What follows belongs to an exercise in optimizing a design on an open flow for small area; a production flow would make more cautious choices. RTL that was checked went through simulation tests only; none was proved equivalent to the original. No activity file was given, so power comes from the tool's default toggle rates.

## matmul_controller
module matmul_controller #(
  parameter int N    = 4,
  parameter int ROWS = 2,
  parameter int COLS = 2
) (
  input  logic                    clk,
  input  logic                    reset,
  input  logic                    job_valid,
  output logic                    job_ready,
  input  logic [31:0]             a_addr,
  input  logic [31:0]             b_addr,
  input  logic [31:0]             c_addr,
  input  logic [8:0]              matrix_len,
  output logic                    done,
  output logic [ROWS-1:0]         a_valid,
  input  logic [ROWS-1:0]         a_ready,
  output logic [ROWS*32-1:0]      a_strip_addr,
  output logic [ROWS*16-1:0]      a_repeats,
  output logic [8:0]              a_len,
  output logic [COLS-1:0]         b_valid,
  input  logic [COLS-1:0]         b_ready,
  output logic [COLS*32-1:0]      b_strip_addr,
  output logic [8:0]              b_len,
  output logic [ROWS*COLS-1:0]    c_valid,
  input  logic [ROWS*COLS-1:0]    c_ready,
  output logic [ROWS*COLS*32-1:0] c_tile_addr,
  input  logic [ROWS*COLS-1:0]    cpl_valid,
  output logic [ROWS*COLS-1:0]    cpl_ready
);
==> module a_strip_issuer, before the edit <==
module a_strip_issuer (
  input  logic        clk,
  input  logic        reset,
  input  logic [31:0] job_a_addr,
  input  logic [9:0]  a_addr_mid,    
  input  logic [5:0]  job_k,
  input  logic [4:0]  job_km1,
  input  logic        job_active,
  input  logic        job_started,
  output logic [1:0]  a_valid,
  input  logic [1:0]  a_ready,
  output logic [63:0] a_strip_addr,
  output logic [31:0] a_repeats,
  output logic [8:0]  a_len
);
  logic [15:0] hi;
  logic        start;
  assign hi    = job_a_addr[31:16];
  assign start = job_active && !job_started;
  assign a_len = {job_k, 3'b0};
  for (genvar r = 0; r < 2; r++) begin : g_row
    logic [4:0]  k;
    logic        fin;
    logic [10:0] s;
    logic        xfer;
    logic        b5;
    assign a_valid[r]  = job_started && !fin;
    assign xfer        = a_valid[r] && a_ready[r];
    assign a_repeats[r*16+:16] = {10'b0, job_k};
    always_ff @(posedge clk) begin
      if (!job_active) begin
        k   <= '0;
        fin <= 1'b0;
      end else begin
        k   <= k + 5'(xfer);
        fin <= fin || (xfer && (k == job_km1));
      end
    end
    if (r == 0) begin : g_even
      assign b5 = job_a_addr[5];
      always_ff @(posedge clk) begin
        if (!job_active)
          s <= {1'b0, a_addr_mid};
        else
          s <= s + (xfer ? 11'(job_k) : 11'd0);
      end
    end else begin : g_odd
      assign b5 = job_a_addr[5] ^ job_k[0];
      always_ff @(posedge clk) begin
        if (!job_active)
          s <= {1'b0, a_addr_mid};
        else
          s <= s + (start ? 11'(job_k[5:1]) : xfer ? 11'(job_k) : 11'd0)
             + 11'(start & job_a_addr[5] & job_k[0]);
      end
    end
    assign a_strip_addr[r*32+:32] = {hi + 16'(s[10]), s[9:0], b5, job_a_addr[4:0]};
  end
endmodule
==> module b_strip_issuer, before the edit <==
module b_strip_issuer (
  input  logic        clk,
  input  logic        reset,
  input  logic [31:0] job_b_addr,
  input  logic [5:0]  job_k,
  input  logic [4:0]  job_km1,
  input  logic        job_active,
  input  logic        job_started,
  output logic [1:0]  b_valid,
  input  logic [1:0]  b_ready,
  output logic [63:0] b_strip_addr,
  output logic [8:0]  b_len
);
  logic [15:0] hi;
  logic        start;
  assign hi    = job_b_addr[31:16];
  assign start = job_active && !job_started;
  assign b_len = {job_k, 3'b0};
  for (genvar c = 0; c < 2; c++) begin : g_col
    logic [4:0]  jj;
    logic [4:0]  ii;
    logic        fin;
    logic [10:0] s;
    logic        xfer;
    logic        wrap;
    logic        restart;
    logic        b5;
    assign b_valid[c] = job_started && !fin;
    assign xfer       = b_valid[c] && b_ready[c];
    assign wrap       = (jj == job_km1);
    assign restart    = start || (xfer && wrap);
    always_ff @(posedge clk) begin
      if (!job_active) begin
        jj  <= '0;
        ii  <= '0;
        fin <= 1'b0;
      end else begin
        jj  <= (xfer && wrap) ? '0 : jj + 5'(xfer);
        ii  <= ii + 5'(xfer && wrap);
        fin <= fin || (xfer && wrap && (ii == job_km1));
      end
    end
    if (c == 0) begin : g_even
      assign b5 = job_b_addr[5];
      always_ff @(posedge clk) begin
        if (restart)
          s <= {1'b0, job_b_addr[15:6]};
        else
          s <= s + (xfer ? 11'(job_k) : 11'd0);
      end
    end else begin : g_odd
      assign b5 = job_b_addr[5] ^ job_k[0];
      always_ff @(posedge clk) begin
        s <= (restart ? {1'b0, job_b_addr[15:6]} : s)
             + (restart ? 11'(job_k[5:1]) : xfer ? 11'(job_k) : 11'd0)
             + 11'(restart & job_b_addr[5] & job_k[0]);
      end
    end
    assign b_strip_addr[c*32+:32] = {hi + 16'(s[10]), s[9:0], b5, job_b_addr[4:0]};
  end
endmodule
==> module tile_writer_issuer, before the edit <==
module tile_writer_issuer (
  input  logic         clk,
  input  logic         reset,
  input  logic [31:0]  job_c_addr,
  input  logic [10:0]  c_addr_mid,    
  input  logic [5:0]   job_k,
  input  logic [4:0]   job_km1,
  input  logic         job_active,
  input  logic         job_started,
  output logic [3:0]   c_valid,
  input  logic [3:0]   c_ready,
  output logic [127:0] c_tile_addr
);
  logic [15:0] hi;
  logic        start;
  assign hi    = job_c_addr[31:16];
  assign start = job_active && !job_started;
  for (genvar p = 0; p < 4; p++) begin : g_proc
    localparam int R = p / 2;
    localparam int C = p % 2;
    logic [4:0]  jj;
    logic [4:0]  ii;
    logic        fin;
    logic [11:0] s;
    logic        xfer;
    logic        wrap;
    logic        addk;
    logic        cin;
    assign c_valid[p] = job_started && !fin;
    assign xfer       = c_valid[p] && c_ready[p];
    assign wrap       = (jj == job_km1);
    always_ff @(posedge clk) begin
      if (!job_active) begin
        jj  <= '0;
        ii  <= '0;
        fin <= 1'b0;
      end else begin
        jj  <= (xfer && wrap) ? '0 : jj + 5'(xfer);
        ii  <= ii + 5'(xfer && wrap);
        fin <= fin || (xfer && wrap && (ii == job_km1));
      end
    end
    assign addk = start ? 1'(R) : (xfer && wrap);
    assign cin  = start ? (1'(C) & job_c_addr[4]) : xfer;
    always_ff @(posedge clk) begin
      if (!job_active)
        s <= {1'b0, c_addr_mid};
      else
        s <= s + (addk ? 12'(job_k) : 12'd0) + 12'(cin);
    end
    assign c_tile_addr[p*32+:32] = {hi + 16'(s[11]), s[10:0], job_c_addr[4] ^ 1'(C), job_c_addr[3:0]};
  end
endmodule
==> module completion_tracker, before the edit <==
module completion_tracker (
  input  logic       clk,
  input  logic       reset,
  input  logic [4:0] job_km1,
  input  logic       job_active,
  output logic       job_all_done,
  input  logic [3:0] cpl_valid,
  output logic [3:0] cpl_ready
);
  logic [3:0] lane_done;
  for (genvar p = 0; p < 4; p++) begin : g_writer
    logic [4:0] jj;
    logic [4:0] ii;
    logic       finished;
    logic       hs;
    logic       wrap;
    logic       last;
    assign cpl_ready[p] = job_active && !finished;
    assign hs           = cpl_valid[p] && cpl_ready[p];
    assign wrap         = (jj == job_km1);
    assign last         = wrap && (ii == job_km1);
    assign lane_done[p] = finished || (hs && last);
    always_ff @(posedge clk) begin
      if (!job_active) begin
        jj       <= '0;
        ii       <= '0;
        finished <= 1'b0;
      end else begin
        jj       <= (hs && wrap) ? '0 : jj + 5'(hs);
        ii       <= ii + 5'(hs && wrap);
        finished <= finished || (hs && last);
      end
    end
  end
  assign job_all_done = &lane_done;
endmodule
==> flow/config.mk <==
export PLATFORM = sky130hd
export DESIGN_NAME = matmul_controller
export DESIGN_NICKNAME = matmul_controller
export VERILOG_FILES = /design/flow/design.v
export SDC_FILE = /design/flow/constraint.sdc
export NUM_CORES = 4
export LEC_CHECK = 0
export CAP_MARGIN = 10
export CORE_MARGIN = 2
export CORE_UTILIZATION = 60
export PLACE_DENSITY = 0.7
export SLEW_MARGIN = 10
==> flow/constraint.sdc <==
create_clock -name core_clock -period 6.5 [get_ports {clk}]
set_input_delay 1.3000 -clock core_clock [delete_from_list [all_inputs] [get_ports {clk}]]
set_output_delay 1.3000 -clock core_clock [all_outputs]
set_load 0.01 [all_outputs]
standard.sh (not shown) runs the stock make flow with config.mk's settings and CLKGATE_MAP_FILE= SYNTH_SCRIPT=/design/flow/synth_recipe.tcl, a recipe that flattens the netlist after the stock synthesis.
==> flow/flow/run.sh <==
#!/bin/bash
# Standard synthesis, then its combinational logic remapped for area (registers kept as
# they are), then the standard layout with the smallest buffer on the ports and a
# clock tree of small buffers in large clusters, without dummy clock loads.
set -euo pipefail
W=$(pwd)
F=$W/flow
R=$W/orfs/results/$FLOW_PLATFORM/matmul_controller/base
LIB=$FLOW_HOME/platforms/$FLOW_PLATFORM/lib/sky130_fd_sc_hd__tt_025C_1v80.lib

bash standard.sh synth > $W/standard_synth.log 2>&1

cp $R/1_2_yosys.v $W/standard_1_2_yosys.v
KEEP=$(grep -oE "sky130_fd_sc_hd__[a-z0-9_]+" $W/standard_1_2_yosys.v | sort -u \
  | grep -E "__(s?e?df|dl|sdl|conb)" | tr '\n' ' ')
RESYN_LIB=$LIB RESYN_NET=$W/standard_1_2_yosys.v RESYN_KEEP="$KEEP" \
  RESYN_DONT_USE="$(cat $F/dont_use.txt)" RESYN_SCRIPT=$F/area.abc RESYN_OUT=$W/resyn.v \
  yosys -c $F/resyn.tcl > $W/resyn_yosys.log 2>&1
cp $W/resyn.v $R/1_2_yosys.v
rm -f $R/1_synth.odb $R/1_synth.sdc

bash standard.sh "BUFFER_PORTS_ARGS=-buffer_cell sky130_fd_sc_hd__buf_1" \
  "SKIP_REPAIR_TIE_FANOUT=1" \
  "CTS_ARGS=-sink_clustering_enable -repair_clock_nets -dont_use_dummy_load -buf_list sky130_fd_sc_hd__clkbuf_4 -sink_clustering_size 10 -sink_clustering_max_diameter 40" \
  finish > $W/standard_flow.log 2>&1
Other scripts of this flow, unchanged in this note and not shown: flow/flow/area.abc, flow/flow/dont_use.txt, flow/flow/resyn.tcl
Edit:
--- a/flow/design.v
+++ b/flow/design.v
@@ -83,33 +83,32 @@
     assign xfer        = a_valid[r] && a_ready[r];
     assign a_repeats[r*16+:16] = {10'b0, job_k};
     always_ff @(posedge clk) begin
       if (!job_active) begin
         k   <= '0;
         fin <= 1'b0;
-      end else begin
-        k   <= k + 5'(xfer);
-        fin <= fin || (xfer && (k == job_km1));
+      end else if (xfer) begin
+        k   <= k + 1'b1;
+        fin <= (k == job_km1);
       end
     end
     if (r == 0) begin : g_even
       assign b5 = job_a_addr[5];
       always_ff @(posedge clk) begin
         if (!job_active)
           s <= {1'b0, a_addr_mid};
-        else
-          s <= s + (xfer ? 11'(job_k) : 11'd0);
+        else if (xfer)
+          s <= s + 11'(job_k);
       end
     end else begin : g_odd
       assign b5 = job_a_addr[5] ^ job_k[0];
       always_ff @(posedge clk) begin
         if (!job_active)
           s <= {1'b0, a_addr_mid};
-        else
-          s <= s + (start ? 11'(job_k[5:1]) : xfer ? 11'(job_k) : 11'd0)
-             + 11'(start & job_a_addr[5] & job_k[0]);
+        else if (start || xfer)
+          s <= s + (start ? 11'(job_k[5:1]) : 11'(job_k)) + 11'(start & job_a_addr[5] & job_k[0]);
       end
     end
     assign a_strip_addr[r*32+:32] = {hi + 16'(s[10]), s[9:0], b5, job_a_addr[4:0]};
   end
 endmodule
 `timescale 1ns/100ps
@@ -146,31 +145,34 @@
     assign restart    = start || (xfer && wrap);
     always_ff @(posedge clk) begin
       if (!job_active) begin
         jj  <= '0;
         ii  <= '0;
         fin <= 1'b0;
-      end else begin
-        jj  <= (xfer && wrap) ? '0 : jj + 5'(xfer);
-        ii  <= ii + 5'(xfer && wrap);
-        fin <= fin || (xfer && wrap && (ii == job_km1));
+      end else if (xfer) begin
+        jj <= wrap ? '0 : jj + 1'b1;
+        if (wrap) begin
+          ii  <= ii + 1'b1;
+          fin <= (ii == job_km1);
+        end
       end
     end
     if (c == 0) begin : g_even
       assign b5 = job_b_addr[5];
       always_ff @(posedge clk) begin
         if (restart)
           s <= {1'b0, job_b_addr[15:6]};
-        else
-          s <= s + (xfer ? 11'(job_k) : 11'd0);
+        else if (xfer)
+          s <= s + 11'(job_k);
       end
     end else begin : g_odd
       assign b5 = job_b_addr[5] ^ job_k[0];
       always_ff @(posedge clk) begin
-        s <= (restart ? {1'b0, job_b_addr[15:6]} : s)
-             + (restart ? 11'(job_k[5:1]) : xfer ? 11'(job_k) : 11'd0)
+        if (restart || xfer)
+          s <= (restart ? {1'b0, job_b_addr[15:6]} : s)
+             + (restart ? 11'(job_k[5:1]) : 11'(job_k))
              + 11'(restart & job_b_addr[5] & job_k[0]);
       end
     end
     assign b_strip_addr[c*32+:32] = {hi + 16'(s[10]), s[9:0], b5, job_b_addr[4:0]};
   end
 endmodule
@@ -208,24 +210,26 @@
     assign wrap       = (jj == job_km1);
     always_ff @(posedge clk) begin
       if (!job_active) begin
         jj  <= '0;
         ii  <= '0;
         fin <= 1'b0;
-      end else begin
-        jj  <= (xfer && wrap) ? '0 : jj + 5'(xfer);
-        ii  <= ii + 5'(xfer && wrap);
-        fin <= fin || (xfer && wrap && (ii == job_km1));
+      end else if (xfer) begin
+        jj <= wrap ? '0 : jj + 1'b1;
+        if (wrap) begin
+          ii  <= ii + 1'b1;
+          fin <= (ii == job_km1);
+        end
       end
     end
-    assign addk = start ? 1'(R) : (xfer && wrap);
-    assign cin  = start ? (1'(C) & job_c_addr[4]) : xfer;
+    assign addk = start ? 1'(R) : wrap;
+    assign cin  = start ? (1'(C) & job_c_addr[4]) : 1'b1;
     always_ff @(posedge clk) begin
       if (!job_active)
         s <= {1'b0, c_addr_mid};
-      else
+      else if (start || xfer)
         s <= s + (addk ? 12'(job_k) : 12'd0) + 12'(cin);
     end
     assign c_tile_addr[p*32+:32] = {hi + 16'(s[11]), s[10:0], job_c_addr[4] ^ 1'(C), job_c_addr[3:0]};
   end
 endmodule
 `timescale 1ns/100ps
@@ -253,16 +257,16 @@
     assign lane_done[p] = finished || (hs && last);
     always_ff @(posedge clk) begin
       if (!job_active) begin
         jj       <= '0;
         ii       <= '0;
         finished <= 1'b0;
-      end else begin
-        jj       <= (hs && wrap) ? '0 : jj + 5'(hs);
-        ii       <= ii + 5'(hs && wrap);
-        finished <= finished || (hs && last);
+      end else if (hs) begin
+        jj       <= wrap ? '0 : jj + 1'b1;
+        if (wrap) ii <= ii + 1'b1;
+        finished <= last;
       end
     end
   end
   assign job_all_done = &lane_done;
 endmodule
 `timescale 1ns/100ps
What happened: Design area rose by 4.6%; global-route usage fell by 3.5 points; register-to-register slack is better by 0.04 ns; die area rose by 5.9%; worst setup slack is worse by 0.048 ns; final cell count fell by 0.42%; count of clock-buffer cells in the layout fell by 1; utilization fell by 1.4 points; total power fell by 1.4%; first-iteration DRC count fell by 25%.
Function not checked in the second run of this note: the RTL went through the layout flow alone.

-- separate check: timing with driven ports --
How much do the figures lean on ideal ports? The routed layouts below were timed once more, with nothing changed but the port constraints. Step 1 sets driving cells, clkbuf_16 on the clock port and buf_2 on the other inputs (assumed; they add their load-dependent delay and slew). Step 2 moves the port delays by t, midway between the first and last clock arrival at a register: inputs arrive t later, outputs are due t later. That takes back most of the time a late clock gives input paths. a / b / c = no drivers / after step 1 / after step 2; a / b = the first two.
run	t (ns)	setup slack, ns	worst setup path at the end
the first run	0.682	0.514 / 0.514 / 0.163	input to register
the second run	0.701	0.467 / 0.418 / 0.527	input to register
After both steps every run listed still meets setup and hold. The setup slack of the first run, which loses most, moves by 0.000 ns with the drivers and by -0.351 ns with both steps.
